This design comes from an exercise in tuning for a short achievable clock period and few clock cycles on the open sky130 flow, not from production work.
In this exercise RTL edits were held to simulation tests only and were not proved equivalent to the original.
Power figures rest on the tool's default switching activity, not on a simulated workload.

`flow/config.mk`:
```
export PLATFORM = sky130hd
export DESIGN_NAME = lc4_pipeline
export DESIGN_NICKNAME = lc4_pipeline
export VERILOG_FILES = /design/flow/design.v
export SDC_FILE = /design/flow/constraint.sdc
export NUM_CORES = 4
export LEC_CHECK = 0
export ABC_CLOCK_PERIOD_IN_PS = 2300
export CAP_MARGIN = 20
export CORE_MARGIN = 2
export CORE_UTILIZATION = 40
export SETUP_SLACK_MARGIN = 4.0
export SLEW_MARGIN = 20
export TNS_END_PERCENT = 100
```
`flow/design.v`:
```
`default_nettype none
module lc4_pipeline (
   input  wire         gwe,
   input  wire         i_rst_n,
   output logic [15:0] o_cur_pc,
   input  wire  [15:0] i_cur_insn,
   output logic [15:0] o_dmem_addr,
   input  wire  [15:0] i_cur_dmem_data,
   output logic        o_dmem_we,
   output logic [15:0] o_dmem_towrite,
   output logic [15:0] o_retire_pc,
   output logic [15:0] o_retire_insn,
   output logic [1:0]  o_retire_stall,
   output logic        o_retire_rd_we,
   output logic [2:0]  o_retire_rd,
   output logic [15:0] o_retire_rd_data,
   output logic        o_retire_nzp_we,
   output logic [2:0]  o_retire_nzp,
   output logic        o_retire_dmem_we,
   output logic [15:0] o_retire_dmem_addr,
   output logic [15:0] o_retire_dmem_data
);
   localparam logic [15:0] PC_RESET = 16'h8200;
   localparam int          NBTB     = 4;
   logic [15:0] pc_q;
   logic              btb_v   [NBTB];
   logic [15:0]       btb_tag [NBTB];
   logic [15:0]       btb_tgt [NBTB];
   logic [1:0]        btb_rr;
   logic        d_valid;
   logic [15:0] d_pc;
   logic [15:0] d_pc1;
   logic [15:0] d_insn;
   logic        d_pred;
   logic [15:0] d_ptgt;
   logic [1:0]  d_bidx;
   logic        x_valid;
   logic [1:0]  x_kind;       
   logic [15:0] x_pc;
   logic [15:0] x_pc1;
   logic [15:0] x_insn;
   logic [15:0] x_target;
   logic        x_op_sum;
   logic        x_op_diff;
   logic        x_op_and;
   logic        x_op_or;
   logic        x_wr;         
   logic [2:0]  x_rd;
   logic [7:0]  x_rd_oh;      
   logic [2:0]  x_rdf;        
   logic        x_ld;
   logic        x_st;         
   logic        x_mem;
   logic        x_br;
   logic [2:0]  x_mask;
   logic        x_pred;
   logic        x_tmis;
   logic        x_bhit;
   logic [1:0]  x_bidx;
   logic [15:0] x_a;
   logic [15:0] x_b;
   logic [15:0] x_s;
   logic [15:0] x_addr;
   logic [15:0] rf [8];
   logic [2:0]  nzp_q;
   logic [NBTB-1:0] f_hitv;
   logic            f_hit;
   logic [15:0]     f_tgt;
   logic [1:0]      f_idx;
   logic [15:0]     f_pc1;
   always_comb begin
      f_tgt = '0;
      f_idx = '0;
      for (int i = 0; i < NBTB; i++) begin
         f_hitv[i] = btb_v[i] && (btb_tag[i] == pc_q);
         f_tgt     = f_tgt | (f_hitv[i] ? btb_tgt[i] : 16'd0);
         f_idx     = f_idx | (f_hitv[i] ? 2'(i) : 2'd0);
      end
      f_hit = |f_hitv;
   end
   assign f_pc1    = pc_q + 16'd1;
   assign o_cur_pc = pc_q;
   logic [3:0]  d_opc;
   logic [2:0]  d_rs, d_rt, d_rdi;
   logic        d_is_br, d_is_add, d_is_sub, d_is_addi, d_is_and, d_is_or;
   logic        d_is_ld, d_is_st, d_is_const, d_writes, d_validop, d_is_mem;
   logic [15:0] d_imm5, d_imm6, d_imm9;
   logic [15:0] d_target;
   logic        d_byp_rs, d_byp_rt, d_byp_sd;
   logic        d_stall;
   logic        d_redirect;
   logic [15:0] rf_rs, rf_rt, rf_sd;
   assign d_opc = d_insn[15:12];
   assign d_rdi = d_insn[11:9];
   assign d_rs  = d_insn[8:6];
   assign d_rt  = d_insn[2:0];
   assign d_is_br    = (d_opc == 4'b0000) && (d_rdi != 3'b000);
   assign d_is_add   = (d_opc == 4'b0001) && (d_insn[5:3] == 3'b000);
   assign d_is_sub   = (d_opc == 4'b0001) && (d_insn[5:3] == 3'b010);
   assign d_is_addi  = (d_opc == 4'b0001) && d_insn[5];
   assign d_is_and   = (d_opc == 4'b0101) && (d_insn[5:3] == 3'b000);
   assign d_is_or    = (d_opc == 4'b0101) && (d_insn[5:3] == 3'b010);
   assign d_is_ld    = (d_opc == 4'b0110);
   assign d_is_st    = (d_opc == 4'b0111);
   assign d_is_const = (d_opc == 4'b1001);
   assign d_is_mem   = d_is_ld || d_is_st;
   assign d_writes   = d_is_add || d_is_sub || d_is_addi || d_is_and || d_is_or ||
                       d_is_ld || d_is_const;
   assign d_validop  = d_writes || d_is_st;
   assign d_imm5 = {{11{d_insn[4]}}, d_insn[4:0]};
   assign d_imm6 = {{10{d_insn[5]}}, d_insn[5:0]};
   assign d_imm9 = {{7{d_insn[8]}}, d_insn[8:0]};
   assign d_target = d_pc1 + d_imm9;
   assign rf_rs = rf[d_rs];
   assign rf_rt = rf[d_rt];
   assign rf_sd = rf[d_rdi];
   assign d_byp_rs = x_wr && (x_rd == d_rs);
   assign d_byp_rt = x_wr && (x_rd == d_rt);
   assign d_byp_sd = x_wr && (x_rd == d_rdi);
   assign d_stall = d_valid && d_is_mem && d_byp_rs;
   logic [15:0] x_sum, x_diff, x_and, x_or, x_alu, x_res;
   logic        x_z_sum, x_z_diff, x_z_and, x_z_or, x_z_alu, x_z;
   logic        x_n;
   logic [2:0]  x_nzp;
   logic        x_taken;
   logic        x_mispred;
   logic [15:0] x_fix_pc;
   logic [15:0] ld_data;
   assign ld_data = i_cur_dmem_data;
   assign x_sum  = x_a + x_b;
   assign x_diff = x_a - x_b;
   assign x_and  = x_a & x_b;
   assign x_or   = x_a | x_b;
   assign x_alu = ({16{x_op_sum}}  & x_sum)  | ({16{x_op_diff}} & x_diff) |
                  ({16{x_op_and}}  & x_and)  | ({16{x_op_or}}   & x_or);
   assign x_z_sum  = &((x_a ^ x_b) ~^ {x_a[14:0] | x_b[14:0], 1'b0});
   assign x_z_diff = (x_a == x_b);
   assign x_z_and  = ~|x_and;
   assign x_z_or   = ~|x_or;
   assign x_z_alu  = (x_op_sum && x_z_sum) || (x_op_diff && x_z_diff) ||
                     (x_op_and && x_z_and) || (x_op_or && x_z_or) ||
                     !(x_op_sum || x_op_diff || x_op_and || x_op_or);
   assign x_res = x_ld ? ld_data : x_alu;
   assign x_z   = x_ld ? ~|ld_data : x_z_alu;
   assign x_n   = x_res[15];
   assign x_nzp = {x_n, x_z, !x_n && !x_z};
   assign x_taken   = x_br && |(x_mask & nzp_q);
   assign x_mispred = x_valid && ((x_taken != x_pred) || (x_taken && x_tmis));
   assign x_fix_pc  = x_taken ? x_target : x_pc1;
   assign d_redirect = d_valid && d_is_br && d_insn[8] && !d_pred;
   assign o_dmem_addr    = x_addr;
   assign o_dmem_we      = x_st;
   assign o_dmem_towrite = x_s;
   always_ff @(posedge gwe or negedge i_rst_n) begin
      if (!i_rst_n) begin
         pc_q    <= PC_RESET;
         d_valid <= 1'b0;
      end else if (x_mispred) begin
         pc_q    <= x_fix_pc;
         d_valid <= 1'b0;
      end else if (d_stall) begin
         pc_q    <= pc_q;
      end else if (d_redirect) begin
         pc_q    <= d_target;
         d_valid <= 1'b0;
      end else begin
         pc_q    <= f_hit ? f_tgt : f_pc1;
         d_valid <= 1'b1;
      end
   end
   always_ff @(posedge gwe) begin
      if (!d_stall) begin
         d_pc   <= pc_q;
         d_pc1  <= f_pc1;
         d_insn <= i_cur_insn;
         d_pred <= f_hit;
         d_ptgt <= f_tgt;
         d_bidx <= f_idx;
      end
   end
   logic x_take;    
   assign x_take = d_valid && !d_stall && !x_mispred;
   always_ff @(posedge gwe or negedge i_rst_n) begin
      if (!i_rst_n) begin
         x_valid  <= 1'b0;
         x_kind   <= 2'd2;
         x_op_sum <= 1'b0;
         x_op_diff<= 1'b0;
         x_op_and <= 1'b0;
         x_op_or  <= 1'b0;
         x_wr     <= 1'b0;
         x_rd     <= 3'd0;
         x_rd_oh  <= 8'd0;
         x_rdf    <= 3'd0;
         x_ld     <= 1'b0;
         x_st     <= 1'b0;
         x_mem    <= 1'b0;
         x_br     <= 1'b0;
         x_mask   <= 3'd0;
         x_pred   <= 1'b0;
         x_tmis   <= 1'b0;
         x_bhit   <= 1'b0;
         x_bidx   <= 2'd0;
         x_addr   <= 16'd0;
         x_s      <= 16'd0;
      end else begin
         x_valid  <= x_take;
         x_kind   <= (d_stall && !x_mispred) ? 2'd3 : 2'd2;
         x_op_sum <= x_take && (d_is_add || d_is_addi);
         x_op_diff<= x_take && d_is_sub;
         x_op_and <= x_take && d_is_and;
         x_op_or  <= x_take && (d_is_or || d_is_const);
         x_wr     <= x_take && d_writes;
         x_rd     <= d_rdi;
         for (int i = 0; i < 8; i++) x_rd_oh[i] <= x_take && d_writes && (d_rdi == 3'(i));
         x_rdf    <= d_validop ? d_rdi : 3'd0;
         x_ld     <= x_take && d_is_ld;
         x_st     <= x_take && d_is_st;
         x_mem    <= x_take && d_is_mem;
         x_br     <= x_take && d_is_br;
         x_mask   <= d_rdi;
         x_pred   <= x_take && (d_pred || d_redirect);
         x_tmis   <= d_pred && (d_ptgt != d_target);
         x_bhit   <= x_take && d_pred;
         x_bidx   <= d_bidx;
         x_addr   <= rf_rs + d_imm6;
         x_s      <= d_byp_sd ? x_res : rf_sd;
      end
   end
   always_ff @(posedge gwe) begin
      x_pc     <= d_pc;
      x_pc1    <= d_pc1;
      x_insn   <= d_insn;
      x_target <= d_target;
      x_a      <= d_is_const ? 16'd0 : (d_byp_rs ? x_res : rf_rs);
      x_b      <= d_is_addi  ? d_imm5 :
                  d_is_const ? d_imm9 :
                  (d_byp_rt ? x_res : rf_rt);
   end
   always_ff @(posedge gwe or negedge i_rst_n) begin
      if (!i_rst_n) begin
         for (int i = 0; i < 8; i++) rf[i] <= 16'd0;
         nzp_q <= 3'b000;
      end else begin
         for (int i = 0; i < 8; i++) begin
            if (x_rd_oh[i]) rf[i] <= x_res;
         end
         if (x_wr) nzp_q <= x_nzp;
      end
   end
   always_ff @(posedge gwe or negedge i_rst_n) begin
      if (!i_rst_n) begin
         for (int i = 0; i < NBTB; i++) btb_v[i] <= 1'b0;
         btb_rr <= 2'd0;
      end else if (x_valid) begin
         if (x_taken && (!x_bhit || x_tmis)) begin
            btb_v[x_bhit ? x_bidx : btb_rr] <= 1'b1;
            if (!x_bhit) btb_rr <= btb_rr + 2'd1;
         end else if (!x_taken && x_bhit) begin
            btb_v[x_bidx] <= 1'b0;
         end
      end
   end
   always_ff @(posedge gwe) begin
      if (x_valid && x_taken && (!x_bhit || x_tmis)) begin
         btb_tag[x_bhit ? x_bidx : btb_rr] <= x_pc;
         btb_tgt[x_bhit ? x_bidx : btb_rr] <= x_target;
      end
   end
   logic [2:0]  x_st_nzp;
   assign x_st_nzp = (x_addr == 16'd0) ? 3'b010 : (x_addr[15] ? 3'b100 : 3'b001);
   always_ff @(posedge gwe or negedge i_rst_n) begin
      if (!i_rst_n) begin
         o_retire_stall     <= 2'd2;
         o_retire_pc        <= 16'd0;
         o_retire_insn      <= 16'd0;
         o_retire_rd_we     <= 1'b0;
         o_retire_rd        <= 3'd0;
         o_retire_rd_data   <= 16'd0;
         o_retire_nzp_we    <= 1'b0;
         o_retire_nzp       <= 3'b000;
         o_retire_dmem_we   <= 1'b0;
         o_retire_dmem_addr <= 16'd0;
         o_retire_dmem_data <= 16'd0;
      end else begin
         o_retire_stall     <= x_valid ? 2'd0 : x_kind;
         o_retire_pc        <= x_pc;
         o_retire_insn      <= x_insn;
         o_retire_rd_we     <= x_wr;
         o_retire_rd        <= x_rdf;
         o_retire_rd_data   <= x_st ? x_addr : x_res;
         o_retire_nzp_we    <= x_wr;
         o_retire_nzp       <= x_st ? x_st_nzp : x_nzp;
         o_retire_dmem_we   <= x_st;
         o_retire_dmem_addr <= x_mem ? x_addr : 16'd0;
         o_retire_dmem_data <= x_st ? x_s : (x_ld ? ld_data : 16'd0);
      end
   end
endmodule
`default_nettype wire
```
`flow/constraint.sdc`:
```
create_clock -name core_clock -period 6.5 [get_ports {gwe}]
set_input_delay 1.3000 -clock core_clock [delete_from_list [all_inputs] [get_ports {gwe}]]
set_output_delay 1.3000 -clock core_clock [all_outputs]
set_load 0.01 [all_outputs]
```
`flow/run.sh`:
```
#!/bin/bash
# synth_recipe.tcl (not shown) runs the flow's synth.tcl, then flattens the netlist and writes it again
# the make line also repeats each setting of config.mk as NAME=value (left out here)
make -C /OpenROAD-flow-scripts/flow DESIGN_CONFIG=/design/flow/config.mk WORK_HOME=/design/flow/orfs CLKGATE_MAP_FILE= SYNTH_SCRIPT=/design/flow/synth_recipe.tcl finish
```
==> summary.md, run 1 <==
| Metric | Value |
|---|---|
| Result of the run | complete, no violations |
| Setup repair after global routing missed its margin | yes |
| Clock buffers created by TritonCTS | 66 |
| Library cell with the highest instance count after synthesis | dfrtp_1 |
| GRT Overall Usage | 0.276 |
| Async set or reset register ratio after synthesis | 0.513 |
| Total negative slack for setup checks | 0 ns |
| Clock tree from TritonCTS | built |
| Leading post-synthesis cells by instance count | 303 x dfrtp_1, 195 x edfxtp_1, 177 x nand2_1 |
| Total grt overflow | 0 |
| Count of port buffers added during placement | 173 |
| Leak Pwr | 16.2 nW |
| Register-to-register path setup slack | 3.04 ns |
| Total power draw | 0.0152 W |
| Class of the tightest hold or removal check | reg -> reg |
| Reg2reg end | x_addr[14] |
| Clock share of power | 0.260 |
| Register area share after synthesis | 0.541 |
| Layout cells sized above 1 | 0.395 |
| Number of nets with antenna violations after detailed routing | 0 |
| Predominant post-synthesis flop cell | dfrtp_1 |
| Arrival time of data at the critical path endpoint | 4.01 ns |
| Worst setup endpoint | x_addr[14] |
| Final layout net count | 3011 |
| Crit path kind | reg -> reg |
| Remaining max-slew budget at the tightest pin | 0.131 |
| Buffer depth of the longest clock path | 3 |
| Power Dens Cells | 391 nW/um2 |
| Combinational Power Share | 0.381 |
| Fraction of the cycle the final worst path needs | 0.533 |
| HPWL after detailed placement | 63.1 mm |
| Via-per-instance ratio | 5.92 |
| Global placer's final weighted congestion | 0.939 |
| WL/cell | 26.9 um |
| Pin count of the biggest net entering global routing | 146 |
| Width of the die | 271 um |
| WP data required | 7.05 ns |
| Initial DRT Pass Iterations | 5 |
| Top-Level Pins | 174 |
| Peak ir drop on the vdd network | 0.220 mV |
| Category of the worst setup path capture point | flop |
| Worst hold margin | 0.330 ns |
| Cts-stage hold buffer count | 0 |
| P_int | 0.00990 W |
| Detailed-route wire length | 105 mm |
| Number of slew-limit violations in the final report | 0 |
| Via count of the first global-routing pass | 22900 |
| EDFF count, synth | 195 |
| Average cell area after synthesis | 11.5 um2 |
| Synthesized netlist cell count | 2478 |
| Maxcap violations | 0 |
| Type of origin of the critical path | flop |
| Synthesized net count | 2595 |
| Clock edge transition at the registers on the reported setup and hold paths | 0.06 ns |
| Count of routing violations after the opening detailed-route iteration | 2533 |
| Worst-Skew Late Latency | 0.63 ns |
| Number of distinct library cells after synthesis | 89 |
| Via count of the routed design | 23000 |
| CP Launch Point | d_insn[6] |
| Number of rows created at floorplan | 97 |
| Most area-hungry cell type in the Yosys netlist | dfrtp_1 |
| Clock Skew | 0.0307 ns |
| First-pass GRT wire length | 152 mm |
| # DRC | 0 |
| Proportion of power drawn by flip-flops and latches | 0.359 |
| Leading cell types by total area after synthesis | dfrtp_1 27%, edfxtp_1 21%, dfxtp_1 6.7%, mux2_2 5.8%, xnor2_1 3.9% |
| Area fraction of the dominant cell type after synthesis | 0.266 |
| Die footprint | 73500 um2 |
| Warnings from Yosys | 3 |
| Largest fanout on the critical path | 5 |
| Switching power of the nets | 0.00527 W |
| Final Hold Violating Endpoints | 0 |
| Transition at the pin with the smallest max-transition slack | 1.30 ns |
| Starting utilization of the core area | 0.406 |
| #FFs+latches synth | 597 |
| Number of cell instances on the worst register-to-register path | 17 |
| Count of final setup violators | 0 |
| Switching share of power | 0.347 |
| Area Growth Syn to Fin | 35.8% |
| Antenna violations before repair | 3 |
| Clock net sink count | 597 |
| Root buffer cell | clkbuf_16 |
| Synthesized area | 28500 um2 |
| Htree depth | 3 |
| Highest Clock Rate | 289 MHz |
| Clock period minus worst slack | 3.46 ns |
| Core region area | 70300 um2 |
| Launch instance of the worst register-to-register path | d_insn[6] |
| Die Span Y | 271 um |
placed cells by master, fill, tap and decap left out, types with 70 or more instances in the layout:
cell and count:
dfrtp_1 276, mux2_4 86, buf_4 203, nand2_1 158
inv_1 73, clkbuf_16 74, edfxtp_1 195, mux2_2 70
a21oi_1 76, xnor2_1 110, buf_2 113, buf_6 108
nor2_1 117, dfxtp_1 79
worst max-delay path, cell delays in order (launching register included):
cell and delay [ns]:
edfxtp_1 0.49, clkinvlp_4 0.19, nor2_4 0.06, buf_6 0.13, a22o_1 0.23, a221oi_2 0.26, nor2_2 0.13, buf_4 0.17
fa_2 0.37, a21o_1 0.17, a21o_1 0.18, a21oi_2 0.18, o21ai_2 0.11, a41oi_2 0.20, a211oi_2 0.10, o21a_1 0.18
nor2_1 0.11, xnor2_1 0.12
worst min-delay path by stage:
stage               startpoint                 to  slack (ns)  depth (start not counted)
global route        x_insn[12]  o_retire_insn[12]        0.34                          0
detailed placement   x_insn[4]   o_retire_insn[4]        0.32                          0
finish              x_insn[15]  o_retire_insn[15]        0.33                          0
CTS                   d_pc[15]           x_pc[15]        0.33                          0
global placement     x_insn[5]   o_retire_insn[5]        0.32                          0
floorplan            x_insn[0]   o_retire_insn[0]        0.32                          0
power by group through the flow:
stage / Sequential [W] / Combinational (W) / Clock (W)
after floorplan: 0.00526 / 0.00241 / 0
after global placement: 0.00559 / 0.00358 / 0
after detailed placement: 0.00562 / 0.00361 / 0
after CTS: 0.00542 / 0.00513 / 0.00399
after global routing: 0.00552 / 0.00606 / 0.00415
final: 0.00545 / 0.00578 / 0.00394
logic make-up after synthesis:
family / count (synthesis) / share of synthesized area
DFF: 597 / 0.541
muxes: 236 / 0.104
AOI/OAI and AO/OA: 532 / 0.127
buffers and inverters: 274 / 0.0397
and+or+nand+nor: 598 / 0.101
adders and majority gates: 83 / 0.0374
xor gates and xnor gates: 158 / 0.0488
final cells by class:
class,instances,area (um2)
clock buffer,101,1990
timing repair buffer,515,4860
antenna,1,2.50
multi-input combinational,1612,14400
fill,5735,31500
sequential,597,15500
clock inverter,19,310
inverter,102,438
tap,940,1180
state kept, by name, indices dropped and copies added (netlist names), 4 cells and up:
name / cells
o_retire_insn: 16
o_retire_pc: 16
o_retire_rd_data: 16
x_a: 16
x_pc1: 16
btb_v: 4
x_pc: 16
d_pc1: 16
x_s: 16
x_target: 16
o_retire_dmem_data: 16
rf: 128
d_insn: 16
d_ptgt: 16
o_retire_dmem_addr: 16
pc_q: 16
btb_tag: 64
d_pc: 16
x_addr: 16
x_rd_oh: 8
x_insn: 16
btb_tgt: 64
x_b: 16
what timing repair did:
action	in CTS	in global routing
pin swaps	130	140
buffers inserted	220	61
gates resized for setup	1036	241
cloned	13	5
endpoints found under the setup margin	531	309
metrics by stage:
step / cells / utilization / worst slack [ns] / cell area, um2
2_1_floorplan: 2478 / - / 3.22 / 28900
3_3_place_gp: 3466 / 0.446 / 2.11 / 31300
3_5_place_dp: 3467 / 0.446 / 2.02 / 31400
4_1_cts: 3820 / 0.529 / 3.05 / 37200
5_1_grt: 3886 / 0.552 / 2.90 / 38800
6_report: 3887 / 0.552 / 3.04 / 38800
layer usage:
metal  part of all wire  vias to the layer above  global-route usage
met5            0.00027                        -                   0
met1               0.43                    11700               0.389
met3              0.091                      244              0.0616
li1                   -                     9857                   -
met2               0.44                     1220               0.416
met4              0.035                        4              0.0994
Testbench counts, summed over its fixed seeds: cycles 24,861.
==> run 2: changes to the inputs <==
--- a/flow/config.mk
+++ b/flow/config.mk
@@ -6,9 +6,9 @@
 export NUM_CORES = 4
 export LEC_CHECK = 0
-export ABC_CLOCK_PERIOD_IN_PS = 2300
+export ABC_CLOCK_PERIOD_IN_PS = 1500
 export CAP_MARGIN = 20
 export CORE_MARGIN = 2
-export CORE_UTILIZATION = 40
-export SETUP_SLACK_MARGIN = 4.0
+export CORE_UTILIZATION = 30
+export SETUP_SLACK_MARGIN = 4.6
 export SLEW_MARGIN = 20
 export TNS_END_PERCENT = 100
==> run 2 against run 1 <==
Net effect:
- still clean
- clock-buffer cell count down 8
- utilization decreased by 10 points
- setup slack improved by 0.0089 ns
- synthesized cell count stayed put
- maximum frequency is 0.26% higher
- global-route usage fell by 6.0 points
- sequential share of layout area is 3.5 points lower
- critical path depth rose by 1
- critical endpoint unchanged
==> summary.md, run 2 <==
| Metric | Value |
|---|---|
| Number of distinct library cells after synthesis | 89 (unchanged) |
| Clock period minus worst slack | 3.45 ns (was 3.46 ns) |
| Synthesized area | 28500 um2 (unchanged) |
| Via-per-instance ratio | 5.54 (was 5.92) |
| Simple-Gate Fraction of Synth Area | 0.101 (unchanged) |
| Area Growth Syn to Fin | 48.5% (was 35.8%) |
| Clock edge transition at the registers on the reported setup and hold paths | 0.06 ns (about the same) |
| Htree depth | 3 (unchanged) |
| Synthesized-area fraction occupied by ao, oa, aoi and oai cells | 0.127 (unchanged) |
| Async set or reset register ratio after synthesis | 0.513 (unchanged) |
| # DRC | 0 (unchanged) |
| Predominant post-synthesis flop cell | dfrtp_1 (unchanged) |
| Max FFs per register | 128 (unchanged) |
| Synth Area in Adders | 0.0374 (unchanged) |
| Die footprint | 97600 um2 (was 73500 um2) |
| Final layout net count | 3141 (was 3011) |
| Most frequent cells in the layout | 277 x dfrtp_1, 241 x buf_4, 195 x edfxtp_1 (was 276 x dfrtp_1, 203 x buf_4, 195 x edfxtp_1) |
| Clock net sink count | 597 (unchanged) |
| Ant diodes | 0 (was 1) |
| WL/cell | 25.9 um (was 26.9 um) |
| Count of port buffers added during placement | 173 (unchanged) |
| Setup repair after global routing missed its margin | yes (unchanged) |
| Leading post-synthesis cells by instance count | 303 x dfrtp_1, 195 x edfxtp_1, 177 x nand2_1 (unchanged) |
| Most flops, register | rf (unchanged) |
| EDFF count, synth | 195 (unchanged) |
| Total negative slack for setup checks | 0 ns (unchanged) |
| Core region area | 94600 um2 (was 70300 um2) |
| #FFs+latches synth | 597 (unchanged) |
| Buffer depth of the longest clock path | 3 (unchanged) |
| Leading cell types by total area after synthesis | dfrtp_1 27%, edfxtp_1 21%, dfxtp_1 6.7%, mux2_2 5.8%, xnor2_1 3.9% (unchanged) |
| Largest fanout on the critical path | 5 (unchanged) |
| Average cell area after synthesis | 11.5 um2 (unchanged) |
| Dominant combinational cell family by area after synthesis | compound AO/OA/AOI/OAI gates (unchanged) |
| Warnings from Yosys | 3 (unchanged) |
| Initial DRT Pass Iterations | 7 (was 5) |
| Power Dens Cells | 369 nW/um2 (was 391 nW/um2) |
| Registers with the most flip-flops | rf (128), btb_tag (64), btb_tgt (64) (unchanged) |
| Most area-hungry cell type in the Yosys netlist | dfrtp_1 (unchanged) |
| Fraction of the cycle the final worst path needs | 0.531 (was 0.533) |
| WP data required | 7.08 ns (was 7.05 ns) |
| Number of slew-limit violations in the final report | 0 (unchanged) |
| Count of routing violations after the opening detailed-route iteration | 3025 (was 2533) |
| Crit path kind | reg -> reg (unchanged) |
| Highest Clock Rate | 290 MHz (was 289 MHz) |
| Synthesized net count | 2595 (unchanged) |
| Result of the run | complete, no violations (unchanged) |
| Worst Slack Setup Final | 3.05 ns (was 3.04 ns) |
| Synthesized netlist cell count | 2478 (unchanged) |
| Via count of the routed design | 24100 (was 23000) |
| Antenna violations before repair | 3 (unchanged) |
| Transition at the pin with the smallest max-transition slack | 0.858 ns (was 1.30 ns) |
| Arrival time of data at the critical path endpoint | 4.03 ns (was 4.01 ns) |
| Layout cells sized above 1 | 0.458 (was 0.395) |
| Register area share after synthesis | 0.541 (unchanged) |
| Width of the die | 312 um (was 271 um) |
| GRT Overall Usage | 0.216 (was 0.276) |
| Share of the core filled with cells | 0.448 (was 0.552) |
| Leak Pwr | 17.7 nW (was 16.2 nW) |
| Maxcap violations | 0 (unchanged) |
| Root buffer cell | clkbuf_16 (unchanged) |
| Worst-Skew Late Latency | 0.66 ns (was 0.63 ns) |
| Top-Level Pins | 174 (unchanged) |
| Type of origin of the critical path | flop (unchanged) |
| Clock tree from TritonCTS | built (unchanged) |
| First-pass GRT wire length | 158 mm (was 152 mm) |
| Number of nets with antenna violations after detailed routing | 0 (unchanged) |
| Clock buffers created by TritonCTS | 68 (was 66) |
| Mux share of post-synthesis cell area | 0.104 (unchanged) |
| Total grt overflow | 0 (unchanged) |
| Die Span Y | 312 um (was 271 um) |
| Most frequent standard cell in the layout excluding fill and tap cells | dfrtp_1 (unchanged) |
| HPWL after detailed placement | 62.8 mm (was 63.1 mm) |
| Post-Synth XOR/XNOR Area | 0.0488 (unchanged) |
| Global placer's final weighted congestion | 0.927 (was 0.939) |
| Class of the tightest hold or removal check | reg -> reg (unchanged) |
| Remaining max-slew budget at the tightest pin | 0.422 (was 0.131) |
| Library cell with the highest instance count after synthesis | dfrtp_1 (unchanged) |
| Pin count of the biggest net entering global routing | 96 (was 146) |
| Category of the worst setup path capture point | flop (unchanged) |
| Worst Setup Slack post-DPL | 2.12 ns (was 2.02 ns) |
| Starting utilization of the core area | 0.302 (was 0.406) |
| Via count of the first global-routing pass | 23200 (was 22900) |
| Number of rows created at floorplan | 113 (was 97) |
| Detailed-route wire length | 112 mm (was 105 mm) |
| Final Hold Violating Endpoints | 0 (unchanged) |
| Count of final setup violators | 0 (unchanged) |
| Clock Skew | 0.0696 ns (was 0.0307 ns) |
| Number of filler cells placed in the layout | 8265 (was 5735) |
| Area fraction of the dominant cell type after synthesis | 0.266 (unchanged) |
| Peak ir drop on the vdd network | 0.202 mV (was 0.220 mV) |
## run 2: cell types whose count changed in the layout (fill, tap and decap cells not counted), moves of 17 or more
cell / delta
buf_2: -26
nand2_1: -17
mux2_4: +35
buf_6: +54
buf_12: +34
mux2_2: -35
buf_4: +38
o21ai_0: -17
## run 2: worst paths after layout
path | startpoint | end | slack [ns] | cells after the start
hold reg to reg | x_insn[14] | o_retire_insn[14] | 0.33 | 0
max in group asynchronous | i_rst_n | rf[6][0] | 4.85 | 2
hold / removal | x_insn[14] | o_retire_insn[14] | 0.33 | 0
setup reg to reg | d_insn[6] | x_addr[14] | 3.05 | 18
setup / recovery | d_insn[6] | x_addr[14] | 3.05 | 18
min in group asynchronous | i_rst_n | o_retire_pc[10] | 0.59 | 1
## run 2: power breakdown
group          switching [W]  internal [W]
Clock                0.00173       0.00244
Combinational        0.00308       0.00294
Sequential          0.000707       0.00476
Total                0.00552        0.0101
## run 2: cells by family after synthesis
group                    count (synthesis)
AND/OR/NAND/NOR                        598
adder cells (fa/ha/maj)                 83
multiplexers                           236
buffers and inverters                  274
flip-flops                             597
AO/OA/AOI/OAI                          532
XOR/XNOR                               158
## run 2: area by class of cell
class / instances / area (um2) / share of cell area
clock buffers: 93 / 1950 / 0.0459
flip-flops and latches: 597 / 15500 / 0.366
well taps: 1265 / 1580 / 0.0373
repair inverters: 3 / 66.3 / 0.00156
multi-input cells: 1612 / 15300 / 0.361
clock inverters: 32 / 523 / 0.0123
inverters: 102 / 479 / 0.0113
repair buffers: 640 / 6950 / 0.164
## run 2: stage by stage
stage	hold WS, ns	std cells	area, um2	power [W]
final	0.327	4344	42400	0.0157
after global routing	0.331	4344	42400	0.0162
after CTS	0.325	4215	39800	0.0148
after detailed placement	0.320	3793	32400	0.00937
after global placement	0.318	3792	32300	0.00935
after floorplan	0.316	2478	29700	0.00789
## run 2: per-layer routing
| metal | track usage | routed length (um) | vias to the layer above |
|---|---|---|---|
| met1 | 0.290 | 45600 | 12100 |
| li1 | - | - | 10100 |
| met4 | 0.110 | 6030 | 4 |
| met5 | 0 | 21 | - |
| met3 | 0.0510 | 11200 | 350 |
| met2 | 0.324 | 49600 | 1489 |
## run 2: timing repair
item	in CTS	in global routing
buffers inserted	267	115
resized for setup	1180	293
setup endpoints to repair	787	601
hold buffers	0	0
cloned	30	14
pin swaps	140	128
## run 2: critical path: stages (launching register included)
cell and delay [ns]:
edfxtp_1 0.39, buf_6 0.16, clkinvlp_4 0.12, nor2_4 0.04, buf_6 0.13, a22o_1 0.22, a221oi_2 0.34, nor2_4 0.11
ha_4 0.18, fa_2 0.33, a21o_1 0.16, a21o_1 0.21, a21oi_2 0.19, o21ai_2 0.09, a41oi_2 0.19, a211oi_2 0.10
o21a_1 0.19, nor2_2 0.09, xnor2_1 0.12

==> separate check: timing with driven ports <==
In the flow no input, the clock included, has a driving cell. The finished layouts below were timed again as built, in two steps.
Step 1: set_driving_cell puts a clkbuf_16 on gwe and a buf_2 on each other input, an assumption about the parent block.
Step 2, shift: input delay + t, output delay - t, t = (earliest + latest rising clock arrival at the registers) / 2. This alone moves slack from input paths to output paths.
a / b / c = ideal / step 1 / step 2; a / b = the first two.
run	t (ns)	setup slack, ns	worst setup path at the end	clock arrival spread, ns	pins driven straight from the clock port
run 1	0.678	3.038 / 3.038 / 3.038	register to register	0.033 / 0.033	1
run 2	0.692	3.047 / 3.047 / 3.047	register to register	0.078 / 0.078	1
After both steps every run listed still meets setup and hold.
